What follows belongs to an exercise in optimizing a design on an open flow for small area, a short achievable clock period and few clock cycles per item; a production flow would make more cautious choices. Function was checked by simulation only, so behaviour that the tests miss may differ from the original. Power and IR drop assume default switching activity.

==> flow/design.v, too long to show whole: its modules and the start of the top module <==
// module fc_param_store: 87 lines
// module fc_input_buffer: 56 lines
// module fc_feat_copy: 9 lines
// module fc_ready_copy: 16 lines
// module fc_mac_engine: 7038 lines
// module fc_res_flags: 18 lines
// module fc_flags: 12 lines
// module fc_fa: 10 lines
// module fc_ha: 9 lines
// module fc_xnor: 7 lines
// module fc_or: 7 lines
// module fc_top: 64 lines
module fc_top (
   input  logic        clk,
   input  logic        rst_n,
   input  logic        beat_valid,
   input  logic [35:0] beat_lane,
   output logic        in_ready,
   input  logic        wb_cyc,
   input  logic        wb_stb,
   input  logic        wb_we,
   input  logic [8:0]  wb_adr,
   input  logic [7:0]  wb_dat_w,
   output logic        wb_ack,
   output logic [7:0]  wb_dat_r,
   output logic        res_valid,
   output logic [3:0]  res_index,
   output logic [11:0] res_value
);
  // ...
==> flow/flow/run.sh <==
#!/bin/bash
# Layout flow: the standard ORFS flow (standard.sh, which also runs the
# standard synthesis), with two changes to how the layout is made:
#  - the ports are buffered with buf_4 cells rather than the delay buffer
#    that buffer_ports picks by default (every port still gets a buffer);
#  - repair_timing is asked to keep a setup margin, so that it sizes and
#    buffers the paths it would otherwise leave alone at the 18 ns clock.
# The clock, its period and the SDC are the standard flow's, unchanged.
set -euo pipefail
bash standard.sh \
   "SETUP_SLACK_MARGIN=${FC_SETUP_MARGIN:-13.3}" \
   "BUFFER_PORTS_ARGS=-buffer_cell sky130_fd_sc_hd__buf_4" \
   finish > flow_standard.log 2>&1
==> flow/standard.sh <==
#!/bin/bash
# synth_recipe.tcl (not shown) runs the flow's synth.tcl, then flattens the netlist and writes it again
# the make line also repeats each setting of config.mk as NAME=value (left out here)
make -C /OpenROAD-flow-scripts/flow DESIGN_CONFIG=/design/flow/config.mk WORK_HOME=/design/flow/orfs CLKGATE_MAP_FILE= SYNTH_SCRIPT=/design/flow/synth_recipe.tcl "${@:-finish}"
==> flow/config.mk <==
export PLATFORM = sky130hd
export DESIGN_NAME = fc_top
export DESIGN_NICKNAME = fc_top
export VERILOG_FILES = /design/flow/design.v
export SDC_FILE = /design/flow/constraint.sdc
export NUM_CORES = 8
export LEC_CHECK = 0
export ABC_CLOCK_PERIOD_IN_PS = 3000
export CAP_MARGIN = 20
export CORE_MARGIN = 2
export CORE_UTILIZATION = 68
export CTS_CLUSTER_DIAMETER = 100
export CTS_CLUSTER_SIZE = 24
export PLACE_DENSITY = 0.76
export SLEW_MARGIN = 20
export SYNTH_HIERARCHICAL = 1
export SYNTH_MINIMUM_KEEP_SIZE = 0
==> flow/constraint.sdc <==
create_clock -name core_clock -period 18.0 [get_ports {clk}]
set_input_delay 3.6000 -clock core_clock [delete_from_list [all_inputs] [get_ports {clk}]]
set_output_delay 3.6000 -clock core_clock [all_outputs]
set_load 0.01 [all_outputs]
==> impl_metrics.yaml, run 1 <==
clock_tree:
  cts_setup_buffers: 2
  clock_latency_ns: 0.99
  clock_path_buffers: 4
  clock_sinks: 4781
critical_path:
  cp-endpoint: "wb_dat_r[4]"
  critPathMaxStageDelay_ns: 0.33
  end_kind: "output port"
  cp_num_cells: 1
  cp_top_family: "flip-flops"
  critPathLaunch: "u_param_store.rd_q[4]"
  crit_path_max_fanout: 1
  path_class: "register to output port"
  cp.arrival_ns: 1.44
finish:
  largestRegisters: "u_param_store.ring (3840), u_mac_engine.acc (190), u_mac_engine.pa_q (190)"
  signal_buffers: 269
  largest_reg_flops: 3840
drt:
  first_iter_violations: 12800
  ant_nets: 0
  wirelength_mm: 534
sta:
  fin_crit_sh: 0.280
  skew_ns: 0.128
  fin_ws_ns: 12.96
  final_hold_viol_count: 0
power:
  pwr-share-comb: 0.008
  intPower_mw: 13.1
  comb-power_uw: 130
  clockPowerShare: 0.352
logic_synthesis:
  synth_top_area_share: 0.507
  syn_nets: 16600
  synth_edf_count: 80
floorplan:
  core_um2: 271000
  ioPinCount: 86
  num_rows: 191
placement:
  preCtsSetupSlack_ns: 13.20
min_path:
  hold_path_depth: 0
  hp-start: "u_param_store.ring[9][95]"
  min_path_type: "register to register"
status:
  status: "no timing/DRC/antenna violations"
global_routing:
  busiest_layer: "met2"
  antenna_found_initial: 106
  grt-ovfl-total: 0
Testbench counts, summed over its fixed seeds: cycles 6,403, frames 384.
==> module fc_input_buffer, before the edit <==
module fc_input_buffer (
   input  logic        clk,
   input  logic        rst_n,
   input  logic        beat_valid,
   input  logic [35:0] beat_lane,
   output logic        in_ready,
   output logic [3:0]  phase,
   output logic [107:0] feat_q,
   output logic        feat_valid,
   output logic        feat_first,
   output logic        feat_last
);
   logic [3:0] ph;
   logic [3:0] beat_cnt;
   logic       rdy_q;
   logic       accept;
   logic [35:0] taken;
   assign phase    = ph;
   assign accept   = rst_n && beat_valid && rdy_q;
   always_ff @(posedge clk) begin
      ph <= ph + 4'd1;
   end
   always_ff @(posedge clk) begin
      if (!rst_n) begin
         beat_cnt   <= '0;
         rdy_q      <= (ph == 4'd15);
         feat_valid <= 1'b0;
      end else begin
         feat_valid <= accept;
         if (accept) begin
            beat_cnt <= beat_cnt + 4'd1;
         end
         rdy_q <= accept || (beat_cnt == ph + 4'd1);
      end
   end
   fc_ready_copy u_ready_out (
      .clk      (clk),
      .rst_n    (rst_n),
      .accept   (accept),
      .beat_cnt (beat_cnt),
      .ph       (ph),
      .ready_q  (in_ready)
   );
   assign taken = accept ? beat_lane : 36'd0;
   for (genvar k = 0; k < 3; k++) begin : g_copy
      fc_feat_copy u_copy (
         .clk (clk),
         .d   (taken),
         .q   (feat_q[36*k +: 36])
      );
   end
   always_ff @(posedge clk) begin
      feat_first <= (beat_cnt == 4'd0);
      feat_last  <= (beat_cnt == 4'd15);
   end
endmodule
==> module fc_top, before the edit <==
module fc_top (
   input  logic        clk,
   input  logic        rst_n,
   input  logic        beat_valid,
   input  logic [35:0] beat_lane,
   output logic        in_ready,
   input  logic        wb_cyc,
   input  logic        wb_stb,
   input  logic        wb_we,
   input  logic [8:0]  wb_adr,
   input  logic [7:0]  wb_dat_w,
   output logic        wb_ack,
   output logic [7:0]  wb_dat_r,
   output logic        res_valid,
   output logic [3:0]  res_index,
   output logic [11:0] res_value
);
   logic [3:0]   phase;
   logic [107:0] feat_q;
   logic         feat_valid;
   logic         feat_first;
   logic         feat_last;
   logic [239:0] beat_weights;
   logic [79:0]  biases;
   fc_input_buffer u_input_buffer (
      .clk        (clk),
      .rst_n      (rst_n),
      .beat_valid (beat_valid),
      .beat_lane  (beat_lane),
      .in_ready   (in_ready),
      .phase      (phase),
      .feat_q     (feat_q),
      .feat_valid (feat_valid),
      .feat_first (feat_first),
      .feat_last  (feat_last)
   );
   fc_param_store u_param_store (
      .clk          (clk),
      .rst_n        (rst_n),
      .wb_cyc       (wb_cyc),
      .wb_stb       (wb_stb),
      .wb_we        (wb_we),
      .wb_adr       (wb_adr),
      .wb_dat_w     (wb_dat_w),
      .wb_ack       (wb_ack),
      .wb_dat_r     (wb_dat_r),
      .phase        (phase),
      .beat_weights (beat_weights),
      .biases       (biases)
   );
   fc_mac_engine u_mac_engine (
      .clk          (clk),
      .rst_n        (rst_n),
      .feat_q       (feat_q),
      .feat_valid   (feat_valid),
      .feat_first   (feat_first),
      .feat_last    (feat_last),
      .beat_weights (beat_weights),
      .biases       (biases),
      .res_valid    (res_valid),
      .res_index    (res_index),
      .res_value    (res_value)
   );
endmodule
==> run 2, diff against run 1 <==
--- a/flow/design.v
+++ b/flow/design.v
@@ -96,3 +96,3 @@
    output logic [3:0]  phase,
-   output logic [107:0] feat_q,
+   output logic [71:0] feat_q,
    output logic        feat_valid,
@@ -133,3 +133,3 @@
    assign taken = accept ? beat_lane : 36'd0;
-   for (genvar k = 0; k < 3; k++) begin : g_copy
+   for (genvar k = 0; k < 2; k++) begin : g_copy
       fc_feat_copy u_copy (
@@ -174,3 +174,3 @@
    input  logic         rst_n,
-   input  logic [107:0] feat_q,
+   input  logic [71:0]  feat_q,
    input  logic         feat_valid,
@@ -2985,3 +2985,3 @@
    logic [11:0] x4_0;
-   assign x4_0 = feat_q[47:36];
+   assign x4_0 = feat_q[11:0];
    logic [7:0]  w4_1;
@@ -2989,3 +2989,3 @@
    logic [11:0] x4_1;
-   assign x4_1 = feat_q[59:48];
+   assign x4_1 = feat_q[23:12];
    logic [7:0]  w4_2;
@@ -2993,3 +2993,3 @@
    logic [11:0] x4_2;
-   assign x4_2 = feat_q[71:60];
+   assign x4_2 = feat_q[35:24];
    logic p4_0_0_0, p4_0_0_1, p4_0_0_2, p4_0_0_3, p4_0_0_4, p4_0_0_5, p4_0_0_6, p4_0_0_7;
@@ -5070,3 +5070,3 @@
    logic [11:0] x7_0;
-   assign x7_0 = feat_q[83:72];
+   assign x7_0 = feat_q[47:36];
    logic [7:0]  w7_1;
@@ -5074,3 +5074,3 @@
    logic [11:0] x7_1;
-   assign x7_1 = feat_q[95:84];
+   assign x7_1 = feat_q[59:48];
    logic [7:0]  w7_2;
@@ -5078,3 +5078,3 @@
    logic [11:0] x7_2;
-   assign x7_2 = feat_q[107:96];
+   assign x7_2 = feat_q[71:60];
    logic p7_0_0_0, p7_0_0_1, p7_0_0_2, p7_0_0_3, p7_0_0_4, p7_0_0_5, p7_0_0_6, p7_0_0_7;
@@ -5765,3 +5765,3 @@
    logic [11:0] x8_0;
-   assign x8_0 = feat_q[83:72];
+   assign x8_0 = feat_q[47:36];
    logic [7:0]  w8_1;
@@ -5769,3 +5769,3 @@
    logic [11:0] x8_1;
-   assign x8_1 = feat_q[95:84];
+   assign x8_1 = feat_q[59:48];
    logic [7:0]  w8_2;
@@ -5773,3 +5773,3 @@
    logic [11:0] x8_2;
-   assign x8_2 = feat_q[107:96];
+   assign x8_2 = feat_q[71:60];
    logic p8_0_0_0, p8_0_0_1, p8_0_0_2, p8_0_0_3, p8_0_0_4, p8_0_0_5, p8_0_0_6, p8_0_0_7;
@@ -6460,3 +6460,3 @@
    logic [11:0] x9_0;
-   assign x9_0 = feat_q[83:72];
+   assign x9_0 = feat_q[47:36];
    logic [7:0]  w9_1;
@@ -6464,3 +6464,3 @@
    logic [11:0] x9_1;
-   assign x9_1 = feat_q[95:84];
+   assign x9_1 = feat_q[59:48];
    logic [7:0]  w9_2;
@@ -6468,3 +6468,3 @@
    logic [11:0] x9_2;
-   assign x9_2 = feat_q[107:96];
+   assign x9_2 = feat_q[71:60];
    logic p9_0_0_0, p9_0_0_1, p9_0_0_2, p9_0_0_3, p9_0_0_4, p9_0_0_5, p9_0_0_6, p9_0_0_7;
@@ -7291,3 +7291,3 @@
    logic [3:0]   phase;
-   logic [107:0] feat_q;
+   logic [71:0]  feat_q;
    logic         feat_valid;
==> impl_metrics.yaml, run 2 <==
finish:
  largestRegisters: "u_param_store.ring (3840), u_mac_engine.acc (190), u_mac_engine.pa_q (190)"
  nets: 16200
  synthToLayoutAreaGrowth_pct: 5.16
  top_register: "u_param_store.ring"
  layout_commonest_cell: "dfxtp_1"
  largest_reg_flops: 3840
  final_layout_size_suffix_gt1_frac: 0.0875
  fin_area_um2: 194000
  final_util: 0.718
  layout_common_cells: "dfxtp_1 (4511), fa_1 (2600), nand2_1 (2465)"
floorplan:
  num_rows: 191
  die_x_um: 525
  dieArea_um2: 276000
  start_util: 0.683
  core_um2: 271000
  fp.dieH_um: 525
  ioPinCount: 86
clock_tree:
  htreeDepth: 4
  clk_transition_reported_paths_ns: 0.09
  postCtsHoldBufs: 0
  clock_latency_ns: 0.98
  cts_buffers: 232
  clock_path_buffers: 4
  root_buffer: "clkbuf_16"
  clock_sinks: 4745
  cts_tree: "yes"
critical_path:
  end_kind: "output port"
  cp.arrival_ns: 1.41
  crit_path_max_fanout: 1
  cp-start-kind: "register"
  critPathSlowestCell: "dfxtp_2"
  cp_top_family: "flip-flops"
  rr_worst_depth: 9
  critPathMaxStageDelay_ns: 0.37
  path_buf_inv: 1
  r2r_end: "u_mac_engine.pb_q[0][14]"
  cp.required_ns: 14.40
  reg2reg_from: "u_input_buffer.g_copy[0].u_copy.q[34]"
  reg2reg_slack_ns: 13.26
  path_class: "register to output port"
  crit_chain: "buf_6"
logic_synthesis:
  synth_edf_count: 80
  async_flop_share: 0
  synth_top_flop_cell: "dfxtp_1"
  yosysUniqueCellTypes: 97
  syn_nets: 16600
  yosys-top-cells-count: "dfxtp_1 (4665), fa_1 (2600), nand2_1 (2465)"
  synth_most_common_cell: "dfxtp_1"
  synth_cells: 13700
  synth.avg_cell_area_um2: 13.5
  ys_seq_area_frac: 0.518
  synth_top_area_share: 0.505
  synthesis.area_um2: 185000
  yosys-top-cells-area: "dfxtp_1 (51%), fa_1 (28%), nand2_1 (5.0%)"
  synth_area_leader_cell: "dfxtp_1"
  synth-seq-cells: 4745
  yosysWarnings: 29
power:
  peakVddDrop_uv: 163
  p_leak_nw: 66.0
  total_power_mw: 16.5
  power_density_nw_per_um2: 84.6
sta:
  skew_ns: 0.0829
  setup_tns_ns: 0
  drv_slew: 0
  setup_violations: 0
  relSlewSlack: 0.112
  final_hold_viol_count: 0
  fin_crit_sh: 0.279
  rsz0062_at_grt: "yes"
  tightest_slew_ns: 1.33
  clock.fmax_ghz: 0.199
  period_minus_slack_ns: 5.01
global_routing:
  grt_pass1_wl_mm: 786
  antenna_found_initial: 140
  grt_max_degree: 54
  grtUsageTotal: 0.399
  grt-ovfl-total: 0
  grt_pass1_vias: 115000
drt:
  vias_per_cell: 6.18
  wirelength_mm: 546
  drc: 0
  wl_per_cell_um: 32.1
  first_pass_iters: 7
  ant_nets: 0
  num_vias: 105000
  first_iter_violations: 13700
min_path:
  hold_path_depth: 0
  holdPathEnd: "u_param_store.ring[29][7]"
  min_path_type: "register to register"
  hp-start: "u_param_store.ring[29][15]"
placement:
  place_congestion: 0.981
  port_buffers: 85
  place_area_um2: 187000
  dp.final_hpwl_mm: 374
run:
  cap_violations: 0
status:
  status: "no timing/DRC/antenna violations"
-- run 2: changes by cell type after synthesis --
cell      change
dfxtp_1      -36
clkbuf_1     +36
-- run 2: through the flow --
stage / worst slack, ns / instances / hold slack, ns
after floorplan: 13.77 / 13700 / 0.310
after global routing: 12.96 / 17000 / 0.270
after CTS: 12.95 / 17000 / 0.252
after global placement: 13.03 / 16700 / 0.309
final: 12.99 / 17000 / 0.279
after detailed placement: 13.01 / 16700 / 0.312
-- run 2: worst max path at each step --
stage,end,start,cells after the start
after floorplan,u_input_buffer.rdy_q,beat_valid,5
after global placement,u_input_buffer.g_copy[1].u_copy.q[23],rst_n,5
after detailed placement,u_input_buffer.g_copy[1].u_copy.q[23],rst_n,5
after CTS,wb_dat_r[0],u_param_store.rd_q[0],1
after global routing,wb_dat_r[0],u_param_store.rd_q[0],1
final,wb_dat_r[0],u_param_store.rd_q[0],1
-- run 2: cells by family after synthesis --
group	Yosys count	share of synthesized area
buffers and inverters	983	0.0253
muxes	457	0.0276
and+or+nand+nor	3588	0.0876
xor gates and xnor gates	371	0.0176
adders and majority gates	2826	0.297
DFF	4745	0.518
AOI/OAI and AO/OA	768	0.0271
-- run 2: final cells by class --
cell class / instances / area [um^2]
antenna: 53 / 133
clock buffer: 249 / 5940
clock inverter: 39 / 586
fill: 17200 / 76300
inverter: 68 / 255
multi-input combinational: 8010 / 84500
sequential: 4745 / 96000
tap: 3570 / 4470
timing repair buffer: 302 / 2520
-- run 2: per-module statistics from Yosys (local to each module, per instance), a selection --
module           cell area, um^2  cells inside  copies in the design  flops+latches
fc_input_buffer              728            86                     1             12
fc_xnor                     8.76             1                    80              0
fc_fa                       20.0             1                  2600              0
fc_ready_copy                118            13                     1              1
fc_flags                    40.0             2                    10              2
fc_or                       6.26             1                    80              0
fc_mac_engine              40100          5735                     1            686
fc_res_flags                 131            10                     1              5
fc_param_store             88300          5002                     1           3949
fc_ha                       12.5             1                    40              0
fc_feat_copy                 721            36                     2             36
-- run 2: where the power goes --
part           switching (mW)  internal (mW)
clock network            3.38           2.41
registers              0.0215           10.5
logic                  0.0932         0.0304
-- run 2: layer usage --
layer	share of wire	track usage
met1	0.37	0.520
met2	0.42	0.578
met3	0.13	0.148
met4	0.072	0.231
met5	0.00023	0.000346
-- run 2: repair_timing --
item,in CTS,in global routing
setup endpoints to repair,118,113
setup buffers,2,0
gates resized for setup,65,96
pin swaps,1,0
gates cloned,0,0
Testbench counts of run 2, summed over its fixed seeds: cycles 6,403, frames 384.
==> run 3, diff against run 2 <==
--- a/flow/config.mk
+++ b/flow/config.mk
@@ -12,3 +12,3 @@
 export CTS_CLUSTER_DIAMETER = 100
-export CTS_CLUSTER_SIZE = 24
+export CTS_CLUSTER_SIZE = 20
 export PLACE_DENSITY = 0.76
==> impl_metrics.yaml, run 3 <==
status:
  status: "no timing/DRC/antenna violations"
global_routing:
  grt_max_degree: 54
  grtUsageTotal: 0.405
  grt.met1_usage: 0.522
  grt-ovfl-total: 0
  grt_util_met2: 0.585
  grt_pass1_vias: 117000
  antenna_found_initial: 136
  busiest_layer: "met2"
  gr-usage-met3: 0.150
  grt_pass1_wl_mm: 796
sta:
  fin_crit_sh: 0.279
  final_hold_viol_count: 0
  setup_tns_ns: 0
  setup_violations: 0
  skew_ns: 0.0634
  drv_slew: 0
  relSlewSlack: 0.0925
  clock.fmax_ghz: 0.199
  tightest_slew_ns: 1.36
  rsz0062_at_grt: "yes"
  period_minus_slack_ns: 5.02
power:
  p_leak_nw: 66.7
  peakVddDrop_uv: 128
  power_density_nw_per_um2: 87.7
clock_tree:
  cts_tree: "yes"
  clock_sinks: 4745
  clock_latency_ns: 0.95
  htreeDepth: 5
  postCtsHoldBufs: 0
  cts_buffers: 283
  root_buffer: "clkbuf_16"
  clk_transition_reported_paths_ns: 0.08
  clock_path_buffers: 4
critical_path:
  cp.required_ns: 14.40
  path_buf_inv: 1
  path_class: "register to output port"
  cp-start-kind: "register"
  crit_chain: "buf_6"
  end_kind: "output port"
  cp_top_family: "flip-flops"
  crit_path_max_fanout: 1
  critPathSlowestCell: "dfxtp_2"
  cp.arrival_ns: 1.42
  critPathMaxStageDelay_ns: 0.37
logic_synthesis:
  synth_cells: 13700
  synth_area_leader_cell: "dfxtp_1"
  yosysUniqueCellTypes: 97
  syn_nets: 16600
  yosys-top-cells-area: "dfxtp_1 (51%), fa_1 (28%), nand2_1 (5.0%)"
  ys_seq_area_frac: 0.518
  yosys-top-cells-count: "dfxtp_1 (4665), fa_1 (2600), nand2_1 (2465)"
  async_flop_share: 0
  synth_top_flop_cell: "dfxtp_1"
  synth.avg_cell_area_um2: 13.5
  synthesis.area_um2: 185000
  synth-seq-cells: 4745
  synth_top_area_share: 0.505
  synth_most_common_cell: "dfxtp_1"
  yosysWarnings: 29
  synth_edf_count: 80
floorplan:
  fp.dieH_um: 525
  die_x_um: 525
  dieArea_um2: 276000
  num_rows: 191
  core_um2: 271000
  start_util: 0.683
  ioPinCount: 86
finish:
  top_register: "u_param_store.ring"
  synthToLayoutAreaGrowth_pct: 5.95
  largestRegisters: "u_param_store.ring (3840), u_mac_engine.acc (190), u_mac_engine.pa_q (190)"
  layout_common_cells: "dfxtp_1 (4519), fa_1 (2600), nand2_1 (2465)"
  final_layout_size_suffix_gt1_frac: 0.0910
  finalNonFillerCells: 17100
  largest_reg_flops: 3840
  layout_commonest_cell: "dfxtp_1"
  nets: 16300
placement:
  dp.cells: 16700
  dp.final_hpwl_mm: 374
  port_buffers: 85
  place_congestion: 0.981
drt:
  drc: 0
  ant_nets: 0
  first_pass_iters: 16
  wl_per_cell_um: 32.3
  vias_per_cell: 6.22
  num_vias: 106000
  wirelength_mm: 553
  first_iter_violations: 13900
run:
  cap_violations: 0
min_path:
  min_path_type: "register to register"
## run 3: cell counts after synthesis
Identical to the previous run, type by type.
## run 3: routing by layer
layer / vias up / routed length [um]
li1: 42100 / -
met1: 54200 / 201000
met2: 7926 / 236000
met3: 2126 / 75700
met4: 14 / 40000
met5: - / 233
## run 3: final cells by class
type | instances | area (um^2)
Timing Repair Buffer | 303 | 2530
Clock buffer | 311 | 7340
Tap cell | 3570 | 4470
Inverter | 68 | 255
Multi-Input combinational cell | 8010 | 84500
Antenna cell | 63 | 158
Sequential cell | 4745 | 96000
Fill cell | 17000 | 74800
Clock inverter | 41 | 617
## run 3: path summary, 6_finish.rpt
check	depth (start not counted)	start	to	slack, ns
max	1	u_param_store.rd_q[0]	wb_dat_r[0]	12.98
min	0	u_param_store.ring[22][113]	u_param_store.ring[22][105]	0.29
max reg2reg	8	u_param_store.ring[28][121]	u_mac_engine.pb_q[9][14]	13.31
min reg2reg	0	u_param_store.ring[22][113]	u_param_store.ring[22][105]	0.29
## run 3: modules after synthesis, one instance, submodules excluded, excerpt
module | times used | area [um^2]
fc_fa | 2600 | 20.0
fc_xnor | 80 | 8.76
fc_input_buffer | 1 | 728
fc_mac_engine | 1 | 40100
fc_feat_copy | 2 | 721
fc_param_store | 1 | 88300
fc_flags | 10 | 40.0
fc_ha | 40 | 12.5
fc_ready_copy | 1 | 118
fc_res_flags | 1 | 131
fc_or | 80 | 6.26
## run 3: metrics by stage
step	hold slack, ns	utilization	setup slack (ns)	power (mW)	area, um^2
after floorplan	0.310	-	13.77	10.8	185000
after global placement	0.309	0.692	13.03	10.9	187000
after detailed placement	0.312	0.692	13.01	10.9	187000
after CTS	0.287	0.722	12.97	17.2	196000
after global routing	0.301	0.723	12.97	17.6	196000
final	0.294	0.724	12.98	17.2	196000
## run 3: logic make-up (layout without fill, tap and decap cells)
kind of cell	after synthesis	after routing	synth area share
flip-flops	4745	4745	0.518
AND/OR/NAND/NOR	3588	3588	0.0876
adder cells (fa/ha/maj)	2826	2826	0.297
buffers and inverters	983	723	0.0253
AO/OA/AOI/OAI	768	768	0.0271
multiplexers	457	457	0.0276
XOR/XNOR	371	371	0.0176
other	0	63	0
## run 3: what timing repair did
| action | 4_1_cts | 5_1_grt |
|---|---|---|
| resized for setup | 68 | 90 |
| endpoints found under the setup margin | 106 | 131 |
| setup buffers | 2 | 0 |
| pin swaps | 1 | 0 |
## run 3: report_power, final
part | switching (mW) | leakage, nW | total (mW) | internal, mW
Clock | 3.55 | 3.87 | 6.51 | 2.96
Combinational | 0.0940 | 24.4 | 0.124 | 0.0304
Sequential | 0.0216 | 38.4 | 10.5 | 10.5
Total | 3.67 | 66.7 | 17.2 | 13.5
==> run 4, diff against run 3 <==
--- a/flow/config.mk
+++ b/flow/config.mk
@@ -12,3 +12,3 @@
 export CTS_CLUSTER_DIAMETER = 100
-export CTS_CLUSTER_SIZE = 20
+export CTS_CLUSTER_SIZE = 22
 export PLACE_DENSITY = 0.76
==> impl_metrics.yaml, run 4 <==
status:
  status: "no timing/DRC/antenna violations"
finish:
  largest_reg_flops: 3840
  finalNonFillerCells: 17100
  nets: 16300
  layout_common_cells: "dfxtp_1 (4519), fa_1 (2600), nand2_1 (2465)"
  top_register: "u_param_store.ring"
  final_layout_size_suffix_gt1_frac: 0.0898
  largestRegisters: "u_param_store.ring (3840), u_mac_engine.acc (190), u_mac_engine.pa_q (190)"
  layout_commonest_cell: "dfxtp_1"
  synthToLayoutAreaGrowth_pct: 5.75
  num-fill-cells: 17100
power:
  intPower_mw: 13.4
  total_power_mw: 17.0
  pwr-share-comb: 0.007
  peakVddDrop_uv: 131
  clockPowerShare: 0.373
  p_sw_mw: 3.64
  power_density_nw_per_um2: 87.0
  seq_power_share: 0.620
  p_leak_nw: 66.5
  swShare: 0.214
clock_tree:
  clock_latency_ns: 0.93
  clock_path_buffers: 4
  cts_buffers: 263
  root_buffer: "clkbuf_16"
  cts_tree: "yes"
  htreeDepth: 5
  clock_sinks: 4745
  clk_transition_reported_paths_ns: 0.09
drt:
  ant_nets: 0
  drc: 0
  vias_per_cell: 6.19
  first_iter_violations: 13300
  wl_per_cell_um: 32.2
  wirelength_mm: 550
  first_pass_iters: 7
  num_vias: 106000
logic_synthesis:
  yosys-top-cells-count: "dfxtp_1 (4665), fa_1 (2600), nand2_1 (2465)"
  synth_top_flop_cell: "dfxtp_1"
  syn_nets: 16600
  synth_cells: 13700
  synth_top_area_share: 0.505
  yosys-top-cells-area: "dfxtp_1 (51%), fa_1 (28%), nand2_1 (5.0%)"
  synth_area_leader_cell: "dfxtp_1"
  synthesis.area_um2: 185000
  synth_most_common_cell: "dfxtp_1"
  synth-seq-cells: 4745
  ys_seq_area_frac: 0.518
  synth.avg_cell_area_um2: 13.5
  synth_edf_count: 80
  async_flop_share: 0
  yosysUniqueCellTypes: 97
  yosysWarnings: 29
sta:
  setup_tns_ns: 0
  fin_crit_sh: 0.279
  period_minus_slack_ns: 5.03
  fin_ws_ns: 12.97
  drv_slew: 0
  holdWs_ns: 0.299
  setup_violations: 0
  rsz0062_at_grt: "yes"
  clock.fmax_ghz: 0.199
  relSlewSlack: 0.134
  tightest_slew_ns: 1.30
  skew_ns: 0.0465
  final_hold_viol_count: 0
global_routing:
  grt_pass1_vias: 116000
  antenna_found_initial: 138
  grt_pass1_wl_mm: 791
  grt_max_degree: 54
  grtUsageTotal: 0.402
  grt-ovfl-total: 0
critical_path:
  cp_top_family: "flip-flops"
  crit_chain: "buf_6"
  cp.required_ns: 14.40
  path_buf_inv: 1
  cp-start-kind: "register"
  critPathSlowestCell: "dfxtp_2"
  path_class: "register to output port"
  crit_path_max_fanout: 1
  cp.arrival_ns: 1.43
  critPathMaxStageDelay_ns: 0.37
  end_kind: "output port"
placement:
  place_congestion: 0.981
  dp.final_hpwl_mm: 374
  dp.cells: 16700
  port_buffers: 85
  preCtsSetupSlack_ns: 13.01
floorplan:
  core_um2: 271000
  start_util: 0.683
  ioPinCount: 86
  dieArea_um2: 276000
  num_rows: 191
  die_x_um: 525
  fp.dieH_um: 525
min_path:
  min_path_type: "register to register"
run:
  cap_violations: 0
-- run 4: cell count changes in the layout (fill, tap and decap cells not counted), sizes merged --
cell / change
inv: +5
diode: +2
buf: -2
clkinv: +1
clkbuf: -26
bufinv: +3
clkinvlp: -2
-- run 4: worst paths after layout --
path | startpoint | end | slack (ns) | cells after the start
setup / recovery | u_param_store.rd_q[0] | wb_dat_r[0] | 12.97 | 1
hold / removal | u_param_store.ring[27][28] | u_param_store.ring[27][20] | 0.30 | 0
setup reg to reg | u_param_store.ring[22][123] | u_mac_engine.pb_q[7][11] | 13.31 | 8
hold reg to reg | u_param_store.ring[27][28] | u_param_store.ring[27][20] | 0.30 | 0
-- run 4: cell type report --
cell class	count	area (um^2)	share of cell area
multi-input cells	8010	84500	0.432
inverters	68	255	0.00131
well taps	3570	4470	0.0228
repair buffers	302	2520	0.0129
flip-flops and latches	4745	96000	0.491
diodes	65	163	0.000832
clock inverters	48	812	0.00415
clock buffers	284	6790	0.0347
-- run 4: logic make-up (layout without fill, tap and decap cells) --
logic type | Yosys count | after routing | synth area share
mux | 457 | 457 | 0.0276
buf+inv | 983 | 702 | 0.0253
simple gates | 3588 | 3588 | 0.0876
other cells | 0 | 65 | 0
xor+xnor | 371 | 371 | 0.0176
fa+ha+maj | 2826 | 2826 | 0.297
compound gates | 768 | 768 | 0.0271
flops | 4745 | 4745 | 0.518
-- run 4: stage by stage --
step                       util  cell area (um^2)
after floorplan               -            185000
after global placement    0.692            187000
after detailed placement  0.692            187000
after CTS                 0.721            195000
after global routing      0.722            195000
final                     0.722            196000
-- run 4: power groups by stage --
stage	combinational [mW]	sequential [mW]	clock, mW
after floorplan	0.0481	10.8	0
after global placement	0.114	10.8	0
after global routing	0.122	10.5	6.73
after detailed placement	0.114	10.8	0
final	0.124	10.5	6.35
after CTS	0.117	10.5	6.40
-- run 4: worst reg2reg max path, delay by kind of cell (launching register included) --
kind                     cells  cell delay (ns)
flip-flops                   1             1.02
adder cells (fa/ha/maj)      7             3.33
AND/OR/NAND/NOR              1             0.23
-- run 4: per-module statistics from Yosys (local to each module, per instance), excerpt --
| module | copies in the design | cell area [um^2] | flops+latches |
|---|---|---|---|
| fc_param_store | 1 | 88300 | 3949 |
| fc_mac_engine | 1 | 40100 | 686 |
| fc_input_buffer | 1 | 728 | 12 |
| fc_feat_copy | 2 | 721 | 36 |
| fc_res_flags | 1 | 131 | 5 |
| fc_ready_copy | 1 | 118 | 1 |
| fc_flags | 10 | 40.0 | 2 |
| fc_fa | 2600 | 20.0 | 0 |
| fc_ha | 40 | 12.5 | 0 |
| fc_xnor | 80 | 8.76 | 0 |
| fc_or | 80 | 6.26 | 0 |
-- run 4: layer usage --
layer | GRT usage | part of all wire | up-vias
met2 | 0.581 | 0.42 | 7875
li1 | - | - | 42100
met1 | 0.517 | 0.36 | 53700
met3 | 0.155 | 0.14 | 2049
met4 | 0.238 | 0.073 | 21
met5 | 0 | 0.00048 | -
-- run 4: repair_timing --
item	CTS	global route
hold buffers	0	0
resized for setup	63	92
pin swaps	1	0
endpoints found under the hold margin	0	0
endpoints found under the setup margin	113	132
buffers inserted	2	0

## re-timing with driven ports
The results above use ideal ports. As a check the final layouts listed here were re-extracted and re-timed, cells and wires unchanged. Step 1, drivers: a clkbuf_16 drives clk and a buf_2 each remaining input, both assumed. Step 2, shift: input delay + t, output delay - t, t = (earliest + latest rising clock arrival at the registers) / 2. This alone moves slack from input paths to output paths. a / b / c = ideal ports / drivers / drivers and shift; a / b = the first two.
run	t, ns	slack for setup (ns)	clock arrival spread, ns	slew at the worst register clock pin (ns)	worst data-port slew with drivers (ns)
run 1	1.027	12.962 / 12.858 / 13.128	0.153 / 0.152	0.10 / 0.10	0.23
run 2	1.044	12.986 / 12.876 / 12.943	0.101 / 0.101	0.12 / 0.12	0.27
run 3	1.011	12.979 / 12.880 / 12.944	0.079 / 0.079	0.09 / 0.09	0.25
run 4	1.010	12.970 / 12.870 / 12.955	0.048 / 0.049	0.10 / 0.10	0.29
After both steps setup and hold are still met in every run listed. The setup slack of run 2, which loses most, moves by -0.110 ns with the drivers and by -0.043 ns with both steps.
